Background: an optimization exercise with open tools, aiming at small area. Do not read the settings as production practice.
Only simulation tests tie the RTL to the original design; equivalence was not proved. The clock port is modelled as an ideal driver; clocking choices that lean on that would not hold on a real chip.

==> design.v <==
module wb_trace_monitor #(
  parameter int XLEN = 32,
  parameter int NUM_REGS = 32,
  parameter int DEPTH = 16,
  parameter int WRAP_MODE = 0,
  parameter int FILTER_X0 = 1,
  localparam int RW = $clog2(NUM_REGS),
  localparam int CW = $clog2(DEPTH) + 1
) (
  input  logic            clk,
  input  logic            rst,
  input  logic            wb_en,
  input  logic [RW-1:0]   wb_rd,
  input  logic [XLEN-1:0] wb_data,
  output logic            tr_valid,
  input  logic            tr_ready,
  output logic [RW-1:0]   tr_rd,
  output logic [XLEN-1:0] tr_data,
  output logic [15:0]     tr_seq,
  output logic [CW-1:0]   tr_count,
  output logic            tr_overflow,
  input  logic            dump_req,
  output logic            dump_valid,
  input  logic            dump_ready,
  output logic [RW-1:0]   dump_idx,
  output logic [XLEN-1:0] dump_data,
  output logic            dump_busy,
  output logic            dump_done
);
  localparam int EW = RW + XLEN + 16;
  logic [EW-1:0]   fifo_q [DEPTH];           
  logic [XLEN-1:0] shadow_q [1:NUM_REGS-1];  
  logic [CW-1:0]   count_q;
  logic [15:0]     seq_q;
  logic            ovf_q, qual, full, pop, push, last;
  logic            scan_q, done_q, tgl_q;
  logic [RW-1:0]   idx_q;
  assign qual = wb_en && wb_rd != '0;
  assign full = count_q[CW-1];
  assign pop = count_q != '0 && tr_ready;
  assign push = qual && (!full || pop);
  assign last = dump_ready && idx_q == RW'(NUM_REGS - 1);
  always_ff @(posedge clk) begin
    if (rst) begin
      count_q <= '0;
      seq_q <= '0;
      ovf_q <= 1'b0;
      scan_q <= 1'b0;
      done_q <= 1'b0;
      idx_q <= '0;
      tgl_q <= 1'b0;
    end else begin
      count_q <= count_q + CW'(push) - CW'(pop);
      seq_q <= seq_q + 16'(qual);
      ovf_q <= ovf_q || (qual && full && !pop);
      done_q <= scan_q && last;
      scan_q <= scan_q ? !last : (!done_q && dump_req);
      idx_q <= scan_q ? idx_q + RW'(dump_ready) : '0;
      tgl_q <= !tgl_q;
    end
  end
  logic [XLEN-1:0] col_data;
  logic [EW-1:0]   col_fifo;
  assign col_data = rst ? '1 : (wb_data ^ {XLEN{tgl_q}});
  assign col_fifo = {wb_rd ^ {RW{tgl_q}}, col_data, seq_q ^ {16{tgl_q}}};
  for (genvar i = 0; i < DEPTH; i++) begin : g_fifo
    logic [EW-1:0] col, d;
    if (i == 0) begin : g_in
      assign col = col_fifo;
    end else begin : g_sh
      assign col = fifo_q[i-1];
    end
    for (genvar j = 0; j < EW; j++) begin : g_bit
      wbtm_ldinv u_ld (.ld(push), .ld_n(!push), .col(col[j]), .q(fifo_q[i][j]), .d(d[j]));
    end
    always_ff @(posedge clk) fifo_q[i] <= d;
  end
  for (genvar k = 1; k < NUM_REGS; k++) begin : g_sh
    logic we;
    logic [XLEN-1:0] d;
    assign we = rst || (qual && wb_rd == RW'(k));
    for (genvar j = 0; j < XLEN; j++) begin : g_bit
      wbtm_ldinv u_ld (.ld(we), .ld_n(!we), .col(col_data[j]), .q(shadow_q[k][j]), .d(d[j]));
    end
    always_ff @(posedge clk) shadow_q[k] <= d;
  end
  logic [DEPTH-1:0]    hsel;
  logic [NUM_REGS-1:0] dsel;
  always_comb begin
    for (int i = 0; i < DEPTH; i++) hsel[i] = count_q == CW'(i + 1);
    for (int i = 0; i < NUM_REGS; i++) dsel[i] = idx_q == RW'(i);
  end
  localparam int HG = DEPTH / 3;            
  localparam int DG = (NUM_REGS - 1) / 3;
  logic [EW-1:0]   hterm [HG + 1];
  logic [XLEN-1:0] dterm [DG + 1];
  for (genvar g = 0; g < HG; g++) begin : g_hrd
    wbtm_aoi3 #(.W(EW)) u_aoi (
      .s0(hsel[3*g]), .d0(fifo_q[3*g]),
      .s1(hsel[3*g+1]), .d1(fifo_q[3*g+1]),
      .s2(hsel[3*g+2]), .d2(fifo_q[3*g+2]),
      .y(hterm[g]));
  end
  for (genvar g = 0; g < DG; g++) begin : g_drd
    wbtm_aoi3 #(.W(XLEN)) u_aoi (
      .s0(dsel[3*g+1]), .d0(shadow_q[3*g+1]),
      .s1(dsel[3*g+2]), .d1(shadow_q[3*g+2]),
      .s2(dsel[3*g+3]), .d2(shadow_q[3*g+3]),
      .y(dterm[g]));
  end
  assign hterm[HG] = ~({EW{hsel[DEPTH-1]}} & fifo_q[DEPTH-1]);
  assign dterm[DG] = ~({XLEN{dsel[NUM_REGS-1]}} & shadow_q[NUM_REGS-1]);
  logic [EW-1:0]   tr_word;
  logic [XLEN-1:0] dword;
  always_comb begin
    tr_word = '1;
    for (int g = 0; g <= HG; g++) tr_word = tr_word & hterm[g];
    dword = '1;
    for (int g = 0; g <= DG; g++) dword = dword & dterm[g];
  end
  assign tr_valid = count_q != '0;
  assign {tr_rd, tr_data, tr_seq} = ~tr_word ^ {EW{tgl_q}};
  assign tr_count = count_q;
  assign tr_overflow = ovf_q;
  assign dump_valid = scan_q;
  assign dump_busy = scan_q;
  assign dump_done = done_q;
  assign dump_idx = idx_q;
  assign dump_data = ~dword ^ {XLEN{tgl_q && idx_q != '0}};
endmodule
module wbtm_ldinv (
  input  logic ld, ld_n, col, q,
  output logic d
);
  assign d = ~((ld_n | col) & (ld | q));
endmodule
module wbtm_aoi3 #(parameter int W = 1) (
  input  logic         s0, s1, s2,
  input  logic [W-1:0] d0, d1, d2,
  output logic [W-1:0] y
);
  assign y = ~(({W{s0}} & d0) | ({W{s1}} & d1) | ({W{s2}} & d2));
endmodule
==> flow/run.sh <==
#!/bin/bash
# The standard layout (standard.sh, unchanged synthesis), with two settings passed to ORFS:
# - clock-tree synthesis with larger sink clusters on clkbuf_16 and no dummy loads;
# - port buffers (every input and output still gets one) of the smallest buffer cell.
set -euo pipefail
CTS_ARGS="-sink_clustering_enable -repair_clock_nets -dont_use_dummy_load"
CTS_ARGS+=" -buf_list sky130_fd_sc_hd__clkbuf_16 -sink_clustering_size 30 -sink_clustering_max_diameter 80"
export CTS_ARGS
export BUFFER_PORTS_ARGS="-buffer_cell sky130_fd_sc_hd__buf_1"
bash standard.sh > standard.log 2>&1
==> standard.sh <==
#!/bin/bash
# synth_recipe.tcl (not shown) runs the flow's synth.tcl, then flattens the netlist and writes it again
# the make line also repeats each setting of config.mk as NAME=value (left out here)
make -C /OpenROAD-flow-scripts/flow DESIGN_CONFIG=/design/flow/config.mk WORK_HOME=/design/flow/orfs CLKGATE_MAP_FILE= SYNTH_SCRIPT=/design/flow/synth_recipe.tcl "${@:-finish}"
==> config.mk <==
export PLATFORM = sky130hd
export DESIGN_NAME = wb_trace_monitor
export DESIGN_NICKNAME = wb_trace_monitor
export VERILOG_FILES = /design/flow/design.v
export SDC_FILE = /design/flow/constraint.sdc
export NUM_CORES = 4
export LEC_CHECK = 0
export CAP_MARGIN = 20
export CORE_MARGIN = 2
export CORE_UTILIZATION = 65
export SLEW_MARGIN = 20
export SYNTH_HIERARCHICAL = 1
==> constraint.sdc <==
create_clock -name core_clock -period 6.0 [get_ports {clk}]
set_input_delay 1.2000 -clock core_clock [delete_from_list [all_inputs] [get_ports {clk}]]
set_output_delay 1.2000 -clock core_clock [all_outputs]
set_load 0.01 [all_outputs]
==> results.txt <==
## placed cells by master (no fill, tap or decap), types with 37 or more instances in the layout
| master | count |
|---|---|
| sky130_fd_sc_hd__dfxtp_1 | 1869 |
| sky130_fd_sc_hd__o22ai_1 | 1840 |
| sky130_fd_sc_hd__a222oi_1 | 585 |
| sky130_fd_sc_hd__buf_4 | 153 |
| sky130_fd_sc_hd__buf_1 | 141 |
| sky130_fd_sc_hd__xnor2_1 | 97 |
| sky130_fd_sc_hd__clkbuf_16 | 72 |
| sky130_fd_sc_hd__nand4_1 | 66 |
| sky130_fd_sc_hd__nand3_1 | 64 |
| sky130_fd_sc_hd__xor2_1 | 59 |
| sky130_fd_sc_hd__and3_1 | 57 |
| sky130_fd_sc_hd__a21oi_1 | 57 |
| sky130_fd_sc_hd__nand2_1 | 46 |
| sky130_fd_sc_hd__inv_1 | 38 |
| sky130_fd_sc_hd__nand2b_1 | 37 |
## synthesized netlist by cell type (all sizes together), types with 4 or more instances
| cell type | count |
|---|---|
| nand2 | 47 |
| xnor2 | 97 |
| o22ai | 1840 |
| nor2b | 10 |
| nand4 | 67 |
| a21o | 24 |
| a31o | 8 |
| a21oi | 58 |
| nor2 | 73 |
| clkbuf | 15 |
| nand3 | 65 |
| dfxtp | 1870 |
| and3 | 58 |
| inv | 44 |
| o21ai | 4 |
| nor4 | 4 |
| buf | 212 |
| a222oi | 585 |
| nand2b | 37 |
| xor2 | 59 |
| a2111oi | 32 |
| ha | 12 |
| nor3 | 12 |
## layout make-up
| type | instances | share of cell area, % |
|---|---|---|
| antenna | 1 | 0.003833 |
| clock buffer | 72 | 2.760 |
| inverter | 44 | 0.2645 |
| multi-input combinational | 3106 | 34.03 |
| sequential | 1870 | 57.35 |
| tap | 1254 | 2.403 |
| timing repair buffer | 314 | 3.184 |
## metal layers
metal | vias to the layer above | track usage (%) | part of all wire [%]
met5 | - | 0 | 0.023
met4 | 8 | 16.19 | 4.4
met3 | 471 | 9.703 | 14
met2 | 3416 | 55.12 | 41
met1 | 24879 | 55.63 | 40
li1 | 22641 | - | -
## report_power, final
group / switching, mW / total [mW] / internal, mW
logic: 3.85 / 6.80 / 2.95
clock network: 3.63 / 5.81 / 2.18
registers: 2.49 / 18.5 / 16.0
## cells by family after synthesis
family,count (synthesis),synth area share (%)
DFF,1870,60.86
adders and majority gates,13,0.2766
xor gates and xnor gates,156,2.221
buffers and inverters,271,3.381
AOI/OAI and AO/OA,2553,29.95
and+or+nand+nor,384,3.314
## worst reg2reg max path: cells and delay by family, from the launching register on
family / cells / cell delay [ns]
buf+inv: 3 / 1.69
compound gates: 2 / 0.74
flops: 1 / 0.38
## per-module statistics from Yosys (local to each module, per instance), a selection
module	cells inside	area, sq um	flip-flops and latches	times used
wbtm_ldinv	1	6.256	0	1840
wb_trace_monitor	2642	42490	1870	1
## registers in the layout, indices dropped and copies added, names as in the netlist, 5 cells and up
name and count:
count_q 5, fifo_q 848, idx_q 5, seq_q 16
shadow_q 992
## final timing paths
kind,from,to,slack (ns),cells after the start
min,shadow_q[17][29]$_DFF_P_,shadow_q[17][29]$_DFF_P_,0.45,1
max reg2reg,count_q[4]$_SDFF_PP0_,fifo_q[7][44]$_DFF_P_,3.06,5
min reg2reg,shadow_q[17][29]$_DFF_P_,shadow_q[17][29]$_DFF_P_,0.45,1
max,idx_q[1]$_SDFF_PP0_,dump_data[7],0.91,8
==> results.cfg <==
[detailed_routing]
detail_route.drc_violations = 0
drt-vias-per-instance = 7.719
dr.pass1.iters = 11
postRouteAntennaNets = 0
routed_wirelength_um = 195900
detailedRoute.firstIterationViolations = 9400
route.detailed.wl_per_inst_um = 29.41
routed-via-count = 51415

[worst_setup_path]
path_buf_inv = 2
dominant_delay_contributor_by_cell_family_on_the_critical_path = compound AO/OA/AOI/OAI gates
worst-endpoint-required_ns = 4.80
crit_path_top_delay_cell = sky130_fd_sc_hd__a2111oi_2
critical_path.max_stage_delay_ns = 0.62
start_kind = register
critPathMaxFanout = 32
timing.critical_path.cells = nand2b_1 -> nor2_2 -> buf_4 -> a222oi_1 -> nand4_1 -> a2111oi_2 -> xor2_1 -> buf_1
timing.critical_path.arrival_ns = 3.89
critical_path_class = register to output port
endpoint_kind = output port

[yosys]
mappedNetlistArea_sq_mm = 0.06151
synth.top_cell.area_share_pct = 60.86
yosys.cell_types.count = 43
syn_avg_cell_area_sq_um = 11.72
synth_enable_flop_cells = 0
yosysTopAreaCell = sky130_fd_sc_hd__dfxtp_1
synth.yosys.seq_area_share_pct = 60.86
synth_top_cells_by_area = sky130_fd_sc_hd__dfxtp_1, sky130_fd_sc_hd__o22ai_1, sky130_fd_sc_hd__a222oi_1, sky130_fd_sc_hd__buf_6, sky130_fd_sc_hd__xnor2_1
postSynth.asyncResetShare_pct = 0
synth_warnings = 15
synthesis.instances = 5247
ys.flop_type = sky130_fd_sc_hd__dfxtp_1
total_of_flip_flops_plus_latches_after_synthesis = 1870
mappedNetlistNets = 5303

[floorplan]
start_util_pct = 65.71
design.portCount = 143
fp-row-count = 112
die_area_sq_mm = 0.09711
die_h_um = 311.6
die_width_um = 311.6
core_area_sq_mm = 0.09361

[timing]
min_period_over_period_pct = 84.86
final_period_demand_of_the_worst_path_ns = 5.092
worst-slew-pin-transition_ns = 1.149
maximum_frequency_from_static_timing_analysis_ghz = 0.1964
hold_violations = 0
worst_slew_margin_rel_pct = 23.39
maxSlewViolCount = 0
setup-violations-final = 0
hold-worst-slack_ns = 0.4512
rsz_0062_raised_after_global_routing = no
finalSetupTns_ns = 0
timing.clock.skew_ns = 0.04620
worst_slack_ns = 0.9084

[cells_and_area]
final_area_sq_mm = 0.06528
multi_input_comb_area_sq_mm = 0.02222
drive_gt1_share_pct = 6.382
final_net_count = 5464
final.fill_count = 7046
sequential_area_sq_mm = 0.03744
syn2layout_area_growth_pct = 6.129
stdcell_count = 6661
fin_util_pct = 69.74

[grt]
grt_pass1_vias = 47491
grt_start_max_net_pins = 249
grt_pass1_wl_um = 294300
grt_antenna_before_repair = 4
track_usage_pct = 38.60
grt.overflow.total = 0

[power]
power_per_cell_area_mw_per_mm2 = 475.9
post-layout-total-power_mw = 31.07
max-vdd-ir-drop_v = 0.0003297
p_leak_nw = 23.39

[cts]
cts.clk_slew.worst_paths_ns = 0.10
cts_bufs_inserted = 72
postCtsHoldBufs = 0
clockBufferDepth = 3
clock_root_buffer_master = sky130_fd_sc_hd__clkbuf_16
cts.repair.resized = 0
clkLatencyLatePin_ns = 0.70
post_cts_buffers = 0
h-tree-depth = 3
cts.sinks = 1870
tritoncts = built

[placement]
post-dp-hpwl_um = 110300
port_buffers = 142
dpl_cell_area_sq_mm = 0.06347
finalWeightedCongestion = 0.8424
numPlacedInstances = 6588
dp_slack_ns = 1.503

[worst_hold_path]
timing.hold.worst.class = register to register

[flow_run]
timing.max_cap.violations = 0

[run_status]
outcome = timing/DRC/antenna clean

[re-timing with driven ports]
In the flow no input, the clock included, has a driving cell. The finished layout below was timed again as built, in two steps.
Step 1 assumes that a clkbuf_16 drives the clock port and a buf_2 every other input.
Step 2 moves the port delays by t, midway between the first and last clock arrival at a register: inputs arrive t later, outputs are due t later. That takes back most of the time a late clock gives input paths.
Three values: ideal ports, drivers, drivers and shift; two values: the first two.
t (ns): 0.747
setup slack, ns: 0.908 / 0.836 / 1.269
worst setup path at the end: input to register
latest minus earliest clock arrival (ns): 0.048 / 0.048
worst slew at a driven data input, ns: 0.14
After both steps setup and hold are still met in this run. For this run, drivers alone change the setup slack by -0.072 ns; drivers and shift together by +0.361 ns.
